Context: an optimization exercise on an open-source flow, tuned for small area, a short achievable clock period and few clock cycles per item. The choices shown serve that exercise and are no tape-out recipe. In this exercise RTL edits were held to simulation tests only and were not proved equivalent to the original. The flow treats the clock pin as an ideal source, which a real chip does not have.

== north ==
## axil_mem_subsys
module axil_mem_subsys (
  input  logic                  clk_i,
  input  logic                  rst_ni,
  input  logic                  req_i,
  output logic                  gnt_o,
  output logic                  rvalid_o,
  input  logic                  we_i,
  input  logic [(32 / 8)-1:0]   be_i,
  input  logic [32-1:0]   addr_i,
  input  logic [32-1:0]   wdata_i,
  output logic [32-1:0]   rdata_o,
  output logic                  err_o
);
  localparam int NW  = 256;
  localparam int DW  = 32;
  localparam int BW  = (32 / 8);
  localparam int NS  = 4;          
  localparam int SW  = DW / NS;       
  logic [NW*DW-1:0] mem_q;
  logic [NW*DW-1:0] mem_d;
  logic [DW-1:0]    p_q;       
  logic             in_range;
  logic             wr;
  logic [DW-1:0]    wcol;      
  logic [NS*2*SW-1:0] part_d;    
  logic [NS*2*SW-1:0] part_q;
  logic [DW-1:0]    inv_q;     
  logic [DW-1:0]    rd;
  logic             rvalid_q;
  logic             err_q;
  assign in_range = addr_i[15:10] == '0;
  assign wr       = req_i & we_i & rst_ni;
  always_comb begin
    for (int i = 0; i < DW; i++) begin
      wcol[i] = wdata_i[i] ^ p_q[i];
    end
  end
  always_ff @(posedge clk_i) begin
    p_q   <= ~p_q;
    mem_q <= mem_d;
  end
  for (genvar s = 0; s < NS; s++) begin : g_slice
    logic [16-1:0] lo_n, low;
    logic [16-1:0] hi;
    logic [NW-1:0]  wsel;      
    logic [NW-1:0]  wsel_n;
    predec u_pre (
      .addr  (addr_i[15:2]),
      .wr    (wr & (|be_i[s*1 +: 1])),
      .lo_n  (lo_n),
      .low   (low),
      .hi    (hi)
    );
    for (genvar r = 0; r < NW; r++) begin : g_word
      row_dec u_dec (
        .low    (low[r%16]),
        .hi     (hi[r/16]),
        .wsel   (wsel[r]),
        .wsel_n (wsel_n[r])
      );
      mem_next u_next (
        .q      (mem_q[r*DW + s*SW +: SW]),
        .wsel   ({SW{wsel[r]}}),
        .wsel_n ({SW{wsel_n[r]}}),
        .wcol   (wcol[s*SW +: SW]),
        .d      (mem_d[r*DW + s*SW +: SW])
      );
  ...
clock: 8.0 ns
lec_check: 0
cap_margin: 40
core_margin: 2
core_utilization: 60
setup_slack_margin: 4.5
slew_margin: 50
synth_hierarchical: 1
standard.sh (not shown) runs the stock make flow with config.mk's settings and CLKGATE_MAP_FILE= SYNTH_SCRIPT=/design/flow/synth_recipe.tcl, a recipe that flattens the netlist after the stock synthesis.
==> flow/flow/run.sh <==
#!/bin/bash
# The standard layout (standard.sh) with a few ORFS variables changed:
# - REMOVE_ABC_BUFFERS=1: the floorplan step removes synthesis buffers instead
#   of repairing timing before placement, when the high-fanout nets have no
#   buffers yet and every path looks slow;
# - the port buffers are buf_4 (the buf family can be resized for timing);
# - CTS without dummy loads, with larger sink clusters;
# - more rounds of antenna repair after detailed routing.
# Each tool's output goes to run.log in the work folder; ORFS keeps a log per
# step under orfs/logs.
set -euo pipefail
cd "$(dirname "$0")/.."
bash standard.sh \
  REMOVE_ABC_BUFFERS=1 \
  "BUFFER_PORTS_ARGS=-buffer_cell sky130_fd_sc_hd__buf_4" \
  "CTS_ARGS=-sink_clustering_enable -repair_clock_nets -dont_use_dummy_load -sink_clustering_size 30 -sink_clustering_max_diameter 80" \
  MAX_REPAIR_ANTENNAS_ITER_DRT=12 \
  finish > run.log 2>&1
Testbench counts of north, summed over its fixed seeds: cycles 4,808, accesses 4,800.
--- input diff north..south ---
diff --git a/flow/design.v b/flow/design.v
--- a/flow/design.v
+++ b/flow/design.v
@@ -33,23 +33,27 @@
     end
     for (int k = 0; k < 16; k++) begin
       hi[k] = in_range & (addr[9:6] == k[3:0]);
     end
   end
 endmodule
 module row_dec (
   input  logic low,
   input  logic hi,
-  output logic wsel,
   output logic wsel_n
 );
   assign wsel_n = ~(low & hi);
-  assign wsel   = ~wsel_n;
+endmodule
+module vinv1 (
+  input  logic a,
+  output logic y
+);
+  assign y = ~a;
 endmodule
 module rd_hsel2 (
   input  logic [8-1:0] h0,    
   input  logic [8-1:0] h1,
   input  logic [8-1:0] g0,
   input  logic [8-1:0] g1,
   output logic [8-1:0] y_n
 );
   assign y_n = ~((h0 & g0) | (h1 & g1));
@@ -140,21 +144,21 @@
       .wr    (wr & (|be_i[s*1 +: 1])),
       .lo_n  (lo_n),
       .low   (low),
       .hi    (hi)
     );
     for (genvar r = 0; r < NW; r++) begin : g_word
       row_dec u_dec (
         .low    (low[r%16]),
         .hi     (hi[r/16]),
-        .wsel   (wsel[r]),
         .wsel_n (wsel_n[r])
       );
+      vinv1 u_wsel (.a (wsel_n[r]), .y (wsel[r]));
       mem_next u_next (
         .q      (mem_q[r*DW + s*SW +: SW]),
         .wsel   ({SW{wsel[r]}}),
         .wsel_n ({SW{wsel_n[r]}}),
         .wcol   (wcol[s*SW +: SW]),
         .d      (mem_d[r*DW + s*SW +: SW])
       );
     end
     logic [128*SW-1:0] l1;
### Flow results
On global-route met3 utilization, south and north are neck and neck.
Looking at cell area across both flows, south is the stronger of the two, with north trailing.
Post-cts gate resize count (north / south): 0.877
Cmp south and north / global-route usage / higher: north
Of south and north, it is south that has the lower number of vias per cell.
The post-route clock period utilization on north is in line with that on south.
Comparing die span in y for south and north, the bigger number came from north.
addr_i[2] as the startpoint of the most critical setup path was reported by south, and addr_i[4] by north.
Sort south and north by buffer count from post-CTS setup fixing desc -> top: south
Critical path's largest stage delay: south vs north down 0.15 ns
north and south ended up with roughly the same total power.
Delta (south minus north): highest clock rate closely matched the old numbers; post-place setup slack down 0.16 ns; worst setup slack fell 0.0045 ns.
Testbench counts of south, summed over its fixed seeds: cycles 4,808, accesses 4,800.

-- static timing again, ports no longer ideal --
The flow's constraints put no driver on any port. The routed layouts listed below were extracted and timed again, unchanged, in two steps.
Step 1 sets driving cells, clkbuf_16 on the clock port and buf_2 on the other inputs (assumed; they add their load-dependent delay and slew).
Step 2 times the ports against the registers' clock, not the clock port: input delays grow and output delays shrink by t, the midpoint of the rising clock arrivals with the driver on.
a / b / c = ideal / step 1 / step 2; a / b = the first two.
run	t (ns)	slack for setup (ns)	worst register clock-pin slew, ns
north	1.112	4.373 / 4.198 / 3.086	0.12 / 0.12
south	1.110	4.369 / 4.302 / 3.192	0.12 / 0.12
After both steps setup and hold are still met in every run listed. The setup slack of north, which loses most, moves by -0.175 ns with the drivers and by -1.287 ns with both steps.
